This design comes from an exercise in tuning for small area, a short achievable clock period and few clock cycles per item on the open sky130 flow, not from production work. Function was checked by simulation only, so behaviour that the tests miss may differ from the original. No activity file was given, so power comes from the tool's default toggle rates.

== before ==
// pipelined_prime_sieve
module pipelined_prime_sieve #(
	parameter int VALUE_BITS = 16,
	parameter int NUM_STAGES = 64
) (
	input  logic                  clk,
	input  logic                  arst_n,
	input  logic                  in_valid,
	output logic                  in_ready,
	input  logic [VALUE_BITS-1:0] in_candidate,
	output logic                  out_valid,
	input  logic                  out_ready,
	output logic [VALUE_BITS-1:0] out_prime_value,
	output logic                  out_table_full
);
export LEC_CHECK = 0
export ABC_AREA = 1
export CAP_MARGIN = 20
export CORE_MARGIN = 2
export CORE_UTILIZATION = 45
export PLACE_DENSITY = 0.6
export SETUP_SLACK_MARGIN = 0.3
export SLEW_MARGIN = 20
create_clock -name core_clock -period 4.0 [get_ports {clk}]
run.sh (not shown) runs the stock make flow with config.mk's settings and CLKGATE_MAP_FILE= SYNTH_SCRIPT=/design/flow/synth_recipe.tcl, a recipe that flattens the netlist after the stock synthesis.
Testbench counts of before, summed over its fixed seeds: cycles 22,337, items 6,467.
Changes in after relative to before:
diff --git a/flow/design.v b/flow/design.v
--- a/flow/design.v
+++ b/flow/design.v
@@ -19,16 +19,17 @@
 	localparam int CW  = $clog2(NUM_STAGES + 1);
 	localparam int GW  = $clog2(G);
 	localparam int NW  = 3;                     
 	localparam int LW  = $clog2(P);
 	localparam int SW  = $clog2(W);
 	localparam int BW  = $clog2(W + 1);
 	localparam int KW  = BW + 2;
 	localparam int TB  = (G + 1) / 2;           
+	localparam int TC  = 2;                     
 	function automatic logic [SW-1:0] ctz(input logic [W-1:0] c);
 		ctz = '0;
 		for (int i = W - 1; i >= 0; i--)
 			if (c[i]) ctz = SW'(i);
 	endfunction
 	function automatic logic [BW-1:0] bitlen(input logic [W-1:0] c);
 		bitlen = '0;
 		for (int i = 0; i < W; i++)
@@ -66,18 +67,18 @@
 	logic          p2v;
 	logic [W-1:0]  p2m;
 	logic [W-1:1]  head_dp [P];
 	logic [SW-1:0] head_s [P];
 	logic [P*W-1:0] ring [G];
 	logic [KW-1:0] gbl [G];
 	logic [KW-1:0] gbl_h;
 	logic [GW-1:0] rot;
-	logic          tapb;        
-	logic          tapb_q;      
+	logic [1:0]    tapb;        
+	logic [1:0]    tapb_q;      
 	logic [GW-1:0] gsel_q;      
 	logic [NW-1:0] nitr;        
 	logic [CW-1:0] used;
 	logic          h_v, h_pass, h_done;
 	logic [W-1:0]  h_c;
 	logic [KW-1:0] h_key;
 	logic [KW-1:0] h_gb;
 	logic [W-1:0]  h_enc;
@@ -130,17 +131,24 @@
 	logic [W-1:0]  cm_c;
 	assign full    = (used >= CW'(NUM_STAGES));
 	assign lapneed = (used >= CW'(P));
 	always_comb
 		for (int g = 0; g < G; g++)
 			ne[g] = (CW'(P * (g + 1)) < used);
 	assign take    = !itv && selh && !h_v && ib_v && !ib_drop;
 	logic [GW-1:0] gsel;
-	assign gsel    = tapb ? ((rot >= GW'(G - TB)) ? rot - GW'(G - TB) : rot + GW'(TB)) : rot;
+	function automatic logic [GW-1:0] gadd(input logic [GW-1:0] r, input int o);
+		logic [GW+1:0] x;
+		x = (GW+2)'(r) + (GW+2)'(o % G);
+		if (x >= (GW+2)'(G))
+			x = x - (GW+2)'(G);
+		gadd = GW'(x);
+	endfunction
+	assign gsel    = (tapb == 2'd1) ? gadd(rot, TB) : (tapb == 2'd2) ? gadd(rot, TC) : rot;
 	assign start_r = !itv && !take && l_v && !l_done && ne[gsel] && !visited[gsel];
 	assign start_b = take || start_r;
 	assign nit_src   = take ? ((used == '0) ? NW'(1) : iters(ib_key, gbl_h)) : nitr;
 	assign last_iter = itv ? (it == nit - 1'b1) : (nit_src == NW'(1));
 	assign hit    = ck_v && |lane_hit;
 	assign hit_h  = hit && !ck_l;
 	assign hit_l  = hit && ck_l;
 	assign miss_h = ck_v && !ck_l && !hit;
@@ -177,23 +185,25 @@
 	assign h_v_next     = take || (h_v && !hit_h && !move && !emit_h);
 	logic          h_v_pred, selh_next;
 	assign h_v_pred     = take || (h_v && !move);
 	assign selh_next    = !h_v_pred && ib_v_next && !ib_drop_next;
 	assign l_v_next     = move || (l_v && !hit_l && !emit_l);
 	assign l_c_next     = move ? h_c : l_c;
 	logic [GW-1:0] ga2, gb2;
 	logic [G-1:0]  need;
-	logic          tapb_next, tapb_n2;
+	logic [1:0]    tapb_next, tapb_n2;
+	logic [GW-1:0] gc2;
+	assign gc2 = gadd(rot, TC + 2);
 	logic [GW-1:0] gsel_next, gsel_n2;
 	assign ga2 = (rot >= GW'(G - 2)) ? rot + GW'(2) - GW'(G) : rot + GW'(2);
 	assign gb2 = (rot >= GW'(G - 2 - TB)) ? rot + GW'(TB + 2) - GW'(G) : rot + GW'(TB + 2);
 	assign need    = ne & ~(move ? '0 : visited);
-	assign tapb_n2 = !need[ga2] && need[gb2];
-	assign gsel_n2 = tapb_n2 ? gb2 : ga2;
+	assign tapb_n2 = need[ga2] ? 2'd0 : need[gb2] ? 2'd1 : need[gc2] ? 2'd2 : 2'd0;
+	assign gsel_n2 = (tapb_n2 == 2'd1) ? gb2 : (tapb_n2 == 2'd2) ? gc2 : ga2;
 	assign tapb_next = tapb_q;
 	assign gsel_next = gsel_q;
 	logic [W-1:1] hw_dp;
 	assign hw_dp = W'((ib_c >> ctz(ib_c)) >> 1);
 	logic itv_next;
 	always_comb begin
 		itv_next = itv;
 		if (start_b)
@@ -204,17 +214,17 @@
 	for (genvar l = 0; l < P; l++) begin : g_lane
 		logic [W-1:0] x;
 		logic [W:0]   pre;
 		logic [W-1:0] dpd, mask, mask_h, dp;
 		logic [W-1:1] dsrc;
 		logic [W-1:0] s, c;
 		logic         b;
 		logic [W+1:0] ka, xa, ya, sa, ca;
-		assign x = tapb_next ? ring[TB + 1][l*W +: W] : ring[1][l*W +: W];
+		assign x = (tapb_next == 2'd1) ? ring[TB + 1][l*W +: W] : (tapb_next == 2'd2) ? ring[TC + 1][l*W +: W] : ring[1][l*W +: W];
 		always_comb begin
 			pre[W] = 1'b1;
 			for (int i = W - 1; i >= 1; i--)
 				pre[i] = pre[i + 1] & x[i];
 			pre[0] = 1'b0;
 			dpd[0] = 1'b1;
 			for (int i = 1; i < W; i++)
 				dpd[i] = x[i] & (x[0] | ~pre[i + 1]);
Notes after the runs:
- Diff before -> after: data arrival time of the worst path went up; post-route fraction of the period consumed by the critical path went up; fraction of cell area in non-clock buffers did not really move; maximum frequency from static timing analysis went down; smallest setup slack after layout went down.
Testbench counts of after, summed over its fixed seeds: cycles 21,346, items 6,467.

pipelined_prime_sieve, a different RTL version from the one above (not shown whole).
Size in the first run: roughly 1900 flip-flops.
export LEC_CHECK = 0
export CAP_MARGIN = 20
export CORE_MARGIN = 2
export CORE_UTILIZATION = 45
export PLACE_DENSITY = 0.6
export SLEW_MARGIN = 20
create_clock -name core_clock -period 4.0 [get_ports {clk}]
Testbench counts at the start, summed over its fixed seeds: cycles 21,346, items 6,467.
Rerun with:
--- a/flow/design.v
+++ b/flow/design.v
@@ -20,15 +20,14 @@
 	localparam int GW  = $clog2(G);
 	localparam int NW  = 3;                     
 	localparam int LW  = $clog2(P);
 	localparam int SW  = $clog2(W);
 	localparam int BW  = $clog2(W + 1);
 	localparam int KW  = BW + 2;
 	localparam int TB  = (G + 1) / 2;           
-	localparam int TC  = 2;                     
 	function automatic logic [SW-1:0] ctz(input logic [W-1:0] c);
 		ctz = '0;
 		for (int i = W - 1; i >= 0; i--)
 			if (c[i]) ctz = SW'(i);
 	endfunction
 	function automatic logic [BW-1:0] bitlen(input logic [W-1:0] c);
 		bitlen = '0;
@@ -68,16 +67,16 @@
 	logic [W-1:0]  p2m;
 	logic [W-1:1]  head_dp [P];
 	logic [SW-1:0] head_s [P];
 	logic [P*W-1:0] ring [G];
 	logic [KW-1:0] gbl [G];
 	logic [KW-1:0] gbl_h;
 	logic [GW-1:0] rot;
-	logic [1:0]    tapb;        
-	logic [1:0]    tapb_q;      
+	logic          tapb;        
+	logic          tapb_q;      
 	logic [GW-1:0] gsel_q;      
 	logic [NW-1:0] nitr;        
 	logic [CW-1:0] used;
 	logic          h_v, h_pass, h_done;
 	logic [W-1:0]  h_c;
 	logic [KW-1:0] h_key;
 	logic [KW-1:0] h_gb;
@@ -132,22 +131,15 @@
 	assign full    = (used >= CW'(NUM_STAGES));
 	assign lapneed = (used >= CW'(P));
 	always_comb
 		for (int g = 0; g < G; g++)
 			ne[g] = (CW'(P * (g + 1)) < used);
 	assign take    = !itv && selh && !h_v && ib_v && !ib_drop;
 	logic [GW-1:0] gsel;
-	function automatic logic [GW-1:0] gadd(input logic [GW-1:0] r, input int o);
-		logic [GW+1:0] x;
-		x = (GW+2)'(r) + (GW+2)'(o % G);
-		if (x >= (GW+2)'(G))
-			x = x - (GW+2)'(G);
-		gadd = GW'(x);
-	endfunction
-	assign gsel    = (tapb == 2'd1) ? gadd(rot, TB) : (tapb == 2'd2) ? gadd(rot, TC) : rot;
+	assign gsel    = tapb ? ((rot >= GW'(G - TB)) ? rot - GW'(G - TB) : rot + GW'(TB)) : rot;
 	assign start_r = !itv && !take && l_v && !l_done && ne[gsel] && !visited[gsel];
 	assign start_b = take || start_r;
 	assign nit_src   = take ? ((used == '0) ? NW'(1) : iters(ib_key, gbl_h)) : nitr;
 	assign last_iter = itv ? (it == nit - 1'b1) : (nit_src == NW'(1));
 	assign hit    = ck_v && |lane_hit;
 	assign hit_h  = hit && !ck_l;
 	assign hit_l  = hit && ck_l;
@@ -186,23 +178,21 @@
 	logic          h_v_pred, selh_next;
 	assign h_v_pred     = take || (h_v && !move);
 	assign selh_next    = !h_v_pred && ib_v_next && !ib_drop_next;
 	assign l_v_next     = move || (l_v && !hit_l && !emit_l);
 	assign l_c_next     = move ? h_c : l_c;
 	logic [GW-1:0] ga2, gb2;
 	logic [G-1:0]  need;
-	logic [1:0]    tapb_next, tapb_n2;
-	logic [GW-1:0] gc2;
-	assign gc2 = gadd(rot, TC + 2);
+	logic          tapb_next, tapb_n2;
 	logic [GW-1:0] gsel_next, gsel_n2;
 	assign ga2 = (rot >= GW'(G - 2)) ? rot + GW'(2) - GW'(G) : rot + GW'(2);
 	assign gb2 = (rot >= GW'(G - 2 - TB)) ? rot + GW'(TB + 2) - GW'(G) : rot + GW'(TB + 2);
 	assign need    = ne & ~(move ? '0 : visited);
-	assign tapb_n2 = need[ga2] ? 2'd0 : need[gb2] ? 2'd1 : need[gc2] ? 2'd2 : 2'd0;
-	assign gsel_n2 = (tapb_n2 == 2'd1) ? gb2 : (tapb_n2 == 2'd2) ? gc2 : ga2;
+	assign tapb_n2 = !need[ga2] && need[gb2];
+	assign gsel_n2 = tapb_n2 ? gb2 : ga2;
 	assign tapb_next = tapb_q;
 	assign gsel_next = gsel_q;
 	logic [W-1:1] hw_dp;
 	assign hw_dp = W'((ib_c >> ctz(ib_c)) >> 1);
 	logic itv_next;
 	always_comb begin
 		itv_next = itv;
@@ -215,15 +205,15 @@
 		logic [W-1:0] x;
 		logic [W:0]   pre;
 		logic [W-1:0] dpd, mask, mask_h, dp;
 		logic [W-1:1] dsrc;
 		logic [W-1:0] s, c;
 		logic         b;
 		logic [W+1:0] ka, xa, ya, sa, ca;
-		assign x = (tapb_next == 2'd1) ? ring[TB + 1][l*W +: W] : (tapb_next == 2'd2) ? ring[TC + 1][l*W +: W] : ring[1][l*W +: W];
+		assign x = tapb_next ? ring[TB + 1][l*W +: W] : ring[1][l*W +: W];
 		always_comb begin
 			pre[W] = 1'b1;
 			for (int i = W - 1; i >= 1; i--)
 				pre[i] = pre[i + 1] & x[i];
 			pre[0] = 1'b0;
 			dpd[0] = 1'b1;
 			for (int i = 1; i < W; i++)
@@ -274,16 +264,16 @@
 		end
 		always_ff @(posedge clk) begin
 			ls[l]   <= s;
 			lc[l]   <= c;
 			lb[l]   <= b;
 			dfirst[l] <= selh_next ? head_dp_next : dpd[W-1:1];
 			mokn[l] <= ~|(l_c_next & mask);
-			dq[l]   <= dp[W-1:1];
 			if (!itd) begin
+				dq[l]    <= dsrc;
 				mok[l]   <= selh ? ~|(cs & mask_h) : mokn[l];
 				vmask[l] <= vmask_src[l];
 			end
 		end
 		assign sa = {2'b0, ls[l]};
 		assign ca = {2'b0, lc[l]};
 		assign ka = ~{2'b0, dq[l], 1'b1};
What happened:
- wire length decreases by 3.6%
- core utilization decreases by 0.46 points
- die area decreases by 1.8%
- final area decreases by 2.5%
- total power decreases by 44%
- setup slack gains 0.16 ns
- sequential cell count decreases by 2
- clock skew increases by 0.033 ns
Testbench counts after the change, summed over its fixed seeds: cycles 22,337, items 6,467.

pipelined_prime_sieve with an RTL version that a note above also has.
For scale: about 6700 cells after synthesis, about 1900 flip-flops, ~80000 um2 of cells after synthesis.
Settings: LEC_CHECK=0, CAP_MARGIN=20, CORE_MARGIN=2, CORE_UTILIZATION=45, PLACE_DENSITY=0.6, SETUP_SLACK_MARGIN=0.3, SLEW_MARGIN=20; clock period 4.0 ns.
Testbench counts at the start, summed over its fixed seeds: cycles 21,346, items 6,467.
Rerun with:
--- a/flow/design.v
+++ b/flow/design.v
@@ -272,20 +272,20 @@
 				b  = b ? (e ^ dp[1]) : e;
 			end
 		end
 		always_ff @(posedge clk) begin
 			ls[l]   <= s;
 			lc[l]   <= c;
 			lb[l]   <= b;
 			dfirst[l] <= selh_next ? head_dp_next : dpd[W-1:1];
 			mokn[l] <= ~|(l_c_next & mask);
+			dq[l]   <= dp[W-1:1];
 			if (!itd) begin
-				dq[l]    <= dsrc;
 				mok[l]   <= selh ? ~|(cs & mask_h) : mokn[l];
 				vmask[l] <= vmask_src[l];
 			end
 		end
 		assign sa = {2'b0, ls[l]};
 		assign ca = {2'b0, lc[l]};
 		assign ka = ~{2'b0, dq[l], 1'b1};
 		assign xa = sa ^ ca ^ ka;
 		assign ya = ((sa & ca) | (sa & ka) | (ca & ka)) << 1;
=> Die area went up by 0.38%. Synthesized area went up by 0.38%. Non-clock buffer count rose by 17. Core utilization grows by 0.44 points. Design area increases by 1.1%. Synthesized cell count climbs by 0.57%. Routed wire length rises by 3.8%. Worst hold slack gains 0.0086 ns. Register-to-register slack is worse by 0.05 ns. Flip-flop and latch count stays the same. Global-route usage goes up by 0.69 points. Sequential power rose by about 30%. Fmax is lower by 1.2%. Clock power barely changes.
Testbench counts after the change, summed over its fixed seeds: cycles 21,346, items 6,467.

[what the ideal ports hide]
No port has a modelled driver above. Below, the same layouts with a new extraction and two added sets of constraints. Step 1, drivers: a clkbuf_16 drives clk and a buf_2 each remaining input, both assumed. Step 2 moves the port delays by t, midway between the first and last clock arrival at a register: inputs arrive t later, outputs are due t later. That takes back most of the time a late clock gives input paths. a / b / c = ideal / step 1 / step 2; a / b = the first two.
run	t, ns	setup slack, ns	hold slack, ns	worst setup path after step 2	worst slew at a driven data input, ns
before	0.911	0.358 / 0.358 / 0.264	0.282 / 0.282 / 0.282	input to register	0.06
after	0.894	0.345 / 0.345 / 0.246	0.279 / 0.279 / 0.279	input to register	0.11
the first run of note 2	0.901	0.088 / 0.088 / 0.088	0.307 / 0.307 / 0.307	register to register	0.05
the second run of note 2	0.918	0.253 / 0.253 / 0.119	0.134 / 0.064 / 0.284	input to register	0.04
the first run of note 3	0.922	0.111 / 0.111 / 0.111	0.296 / 0.296 / 0.296	register to register	0.03
the second run of note 3	0.918	0.062 / 0.062 / 0.062	0.305 / 0.305 / 0.305	register to register	0.04
After both steps setup and hold are still met in every run listed. The setup slack of the second run of note 2, which loses most, moves by 0.000 ns with the drivers and by -0.134 ns with both steps.
